This design comes from an exercise in tuning for small area, a short achievable clock period and few clock cycles per item on the open sky130 flow, not from production work. At most, simulation tests tie the RTL to the original design; equivalence was not proved. Power is estimated from default activity; no workload was simulated.

Setup of run K:
Design blob_slot_tracker, start of the top module:
module blob_slot_tracker (
  input  logic                       clk,
  input  logic                       rst,
  input  logic                       req_valid,
  output logic                       req_ready,
  input  logic                       req_type,
  input  logic [COORD_W-1:0]         req_det_x,
  input  logic [COORD_W-1:0]         req_det_y,
  output logic                       rsp_valid,
  input  logic                       rsp_ready,
  output logic [STATUS_W-1:0]        rsp_status,
  output logic [IDX_OUT_W-1:0]       rsp_slot_index,
  output logic signed [ENERGY_W-1:0] rsp_slot_energy,
  input  logic                       cfg_valid,
  output logic                       cfg_ready,
  input  logic [CFG_IDX_W-1:0]       cfg_index,
  input  logic [CFG_DATA_W-1:0]      cfg_data
);
clock: 13.0 ns
lec_check: 0
cap_margin: 20
core_margin: 2
core_utilization: 40
slew_margin: 20
run.sh (not shown) runs the stock make flow with config.mk's settings and CLKGATE_MAP_FILE= SYNTH_SCRIPT=/design/flow/synth_recipe.tcl, a recipe that flattens the netlist after the stock synthesis.
Input-level comparison between run C and run K:
--- a/flow/design.v
+++ b/flow/design.v
@@ -64,29 +64,22 @@
   localparam int CB = 5;           
   assign cfg_ready = 1'b1;
   function automatic logic [2*COORD_W-1:0] window(input logic [COORD_W-1:0] c,
                                                   input logic [RADIUS_W-1:0] rr);
     logic [COORD_W:0] lo, hi;
     lo = {1'b0, c} - {{(COORD_W-RADIUS_W+1){1'b0}}, rr};
     hi = {1'b0, c} + {{(COORD_W-RADIUS_W+1){1'b0}}, rr};
     window[2*COORD_W-1:COORD_W] = lo[COORD_W] ? '0 : lo[COORD_W-1:0];
     window[COORD_W-1:0]         = hi[COORD_W] ? '1 : hi[COORD_W-1:0];
   endfunction
-  function automatic logic geq(input logic [COORD_W-1:0] a, input logic [COORD_W-1:0] b);
-    logic ge;
-    ge = 1'b1;
-    for (int i = 0; i < COORD_W; i++) ge = (a[i] == b[i]) ? ge : a[i];
-    geq = ge;
-  endfunction
   function automatic logic inwin(input logic [2*COORD_W-1:0] w, input logic [COORD_W-1:0] c);
-    inwin = geq(COORD_W'(c[COORD_W-1:CB]), COORD_W'(w[2*COORD_W-1:COORD_W+CB])) &&
-            geq(COORD_W'(w[COORD_W-1:CB]), COORD_W'(c[COORD_W-1:CB]));
+    inwin = (c[COORD_W-1:CB] >= w[2*COORD_W-1:COORD_W+CB]) && (c[COORD_W-1:CB] <= w[COORD_W-1:CB]);
   endfunction
   function automatic logic [7:0] absdiff8(input logic [9:0] a, input logic [9:0] b);
     logic [9:0] d, e, m;
     d = a - b;
     e = b - a;
     m = d[9] ? e : d;
     absdiff8 = m[8] ? 8'hff : m[7:0];
   endfunction
   function automatic logic [S-1:0] lowest(input logic [S-1:0] m);
     logic [S-1:0] seen;
@@ -117,20 +110,27 @@
                                   input logic [TW-1:0] k);
     logic [5*TW-1:0] ra, rb;
     logic [TW-1:0]   t;
     ra = sq_rows(a);
     rb = sq_rows(b);
     t  = ra[0*TW +: TW] + ra[1*TW +: TW] + ra[2*TW +: TW] + ra[3*TW +: TW] + ra[4*TW +: TW]
        + rb[0*TW +: TW] + rb[1*TW +: TW] + rb[2*TW +: TW] + rb[3*TW +: TW] + rb[4*TW +: TW]
        + k;
     circle = !t[TW-1];
   endfunction
+  function automatic logic octagon(input logic [7:0] a, input logic [7:0] b,
+                                   input logic [RADIUS_W-1:0] rr);
+    logic [8:0] u, v;
+    u = {1'b0, a} + {2'b0, b[7:1]};
+    v = {1'b0, b} + {2'b0, a[7:1]};
+    octagon = (u < {1'b0, rr}) && (v < {1'b0, rr});
+  endfunction
   logic [CFG_SLOTS_W-1:0] slots_in_use;
   logic [RADIUS_W-1:0]    radius;
   logic [CAP_W-1:0]       cap;
   logic [TW-1:0]          kr2;     
   always_ff @(posedge clk) begin
     if (rst) begin
       slots_in_use <= RST_SLOTS;
       radius       <= RST_RADIUS;
       cap          <= RST_CAP;
     end else if (cfg_valid) begin
@@ -256,21 +256,21 @@
     for (int j = 0; j < S; j++) begin
       b_c = b_c | ({ENERGY_W{p3_c[j]}} & se[j]);
       b_s = b_s | ({ENERGY_W{s_oh[j]}} & se[j]);
     end
   end
   assign cs        = |(p3_c & s_oh);
   assign act_c     = |(p3_c & act);
   assign crel      = cv && !cs && act_c;       
   assign s_below_c = |(s_oh & below_c);
   assign c_below_s = cv && !cs && !s_below_c;
-  assign oc        = geq(COORD_W'(tin), COORD_W'(p3_ax)) && geq(COORD_W'(tin), COORD_W'(p3_ay));
+  assign oc        = (p3_ax <= tin) && (p3_ay <= tin);
   assign kc        = oc || p3_w;
   assign vc        = oc || exc_q;
   assign hc        = crel && vc;
   assign hs        = sv && p3_fb && p3_of;
   assign su        = sv && p3_fb && !p3_of;
   assign rsu       = su && !(crel && kc && vc && c_below_s);
   assign unc       = !rsu && crel && !kc;
   assign rem         = p3_m & ~p3_c & ~s_oh & act;
   assign rem_any     = |rem;
   assign rem_below_s = |(rem & below_s);
@@ -364,21 +364,21 @@
       p2_y <= p1_y;
       for (int j = 0; j < S; j++) p2_m[j] <= upd[j] ? box13 : (box1[j] && !kill[j]);
     end else begin
       for (int j = 0; j < S; j++) p2_m[j] <= upd[j] ? fb2 : (p2_m[j] && !kill[j]);
     end
     if (adv2) begin
       p3_t  <= p2_t;
       p3_x  <= p2_x;
       p3_y  <= p2_y;
       p3_fb <= fb2;
-      p3_of <= geq(COORD_W'(tin), COORD_W'(fx2)) && geq(COORD_W'(tin), COORD_W'(fy2));
+      p3_of <= octagon(fx2, fy2, radius);
     end
     if (adv2 || p3_rp) begin
       p3_m  <= pk_m;
       p3_c  <= pk_c;
       p3_ax <= pk_ax;
       p3_ay <= pk_ay;
     end else if (base && p3_t && rsu) begin
       p3_m <= (p3_m & act & ~s_oh) | s_oh;
     end else if (base && p3_t && !unc && rpl) begin
       p3_m <= rem | (hs ? s_oh : '0);
[summary]
In the reports for run K and run C, the larger data arrival time at the worst-slack endpoint belongs to run C. Share of total power in sequential cells (run C over run K): decrease, 8.8 points. Diff run K and run C: power share of the combinational group higher in run C. Compared to run K, run C has power 35% higher. Looking only at largest incremental delay on the critical path, and setting everything else aside, the lower value of run K and run C goes to run K. Comparing the two runs side by side, run C comes out ahead of run K on wire length. Run C ends up with a net switching component of the power that is 58% higher than in run K. Run C vs run K — top achievable clock speed dropped by a little under 10%.
Testbench counts of run C, summed over its fixed seeds: cycles 5,855, items 5,802.
Function not checked in run K: the RTL went through the layout flow alone.

## separate check: timing with driven ports
No port has a modelled driver above. Below, the same layouts with a new extraction and two added sets of constraints.
Step 1 (the two cells are an assumption about what drives the block):
set clk [get_ports {clk}]
set_driving_cell -lib_cell sky130_fd_sc_hd__clkbuf_16 $clk
set_driving_cell -lib_cell sky130_fd_sc_hd__buf_2 [delete_from_list [all_inputs] $clk]
Step 2, shift: input delay + t, output delay - t, t = (earliest + latest rising clock arrival at the registers) / 2. This alone moves slack from input paths to output paths.
Three values: ideal ports, drivers, drivers and shift; two values: the first two.
run	t (ns)	setup slack, ns	worst slew at a driven data input, ns
run K	0.792	6.311 / 6.311 / 6.311	0.06
run C	0.801	5.731 / 5.731 / 5.731	0.05
After both steps setup and hold are still met in every run listed.
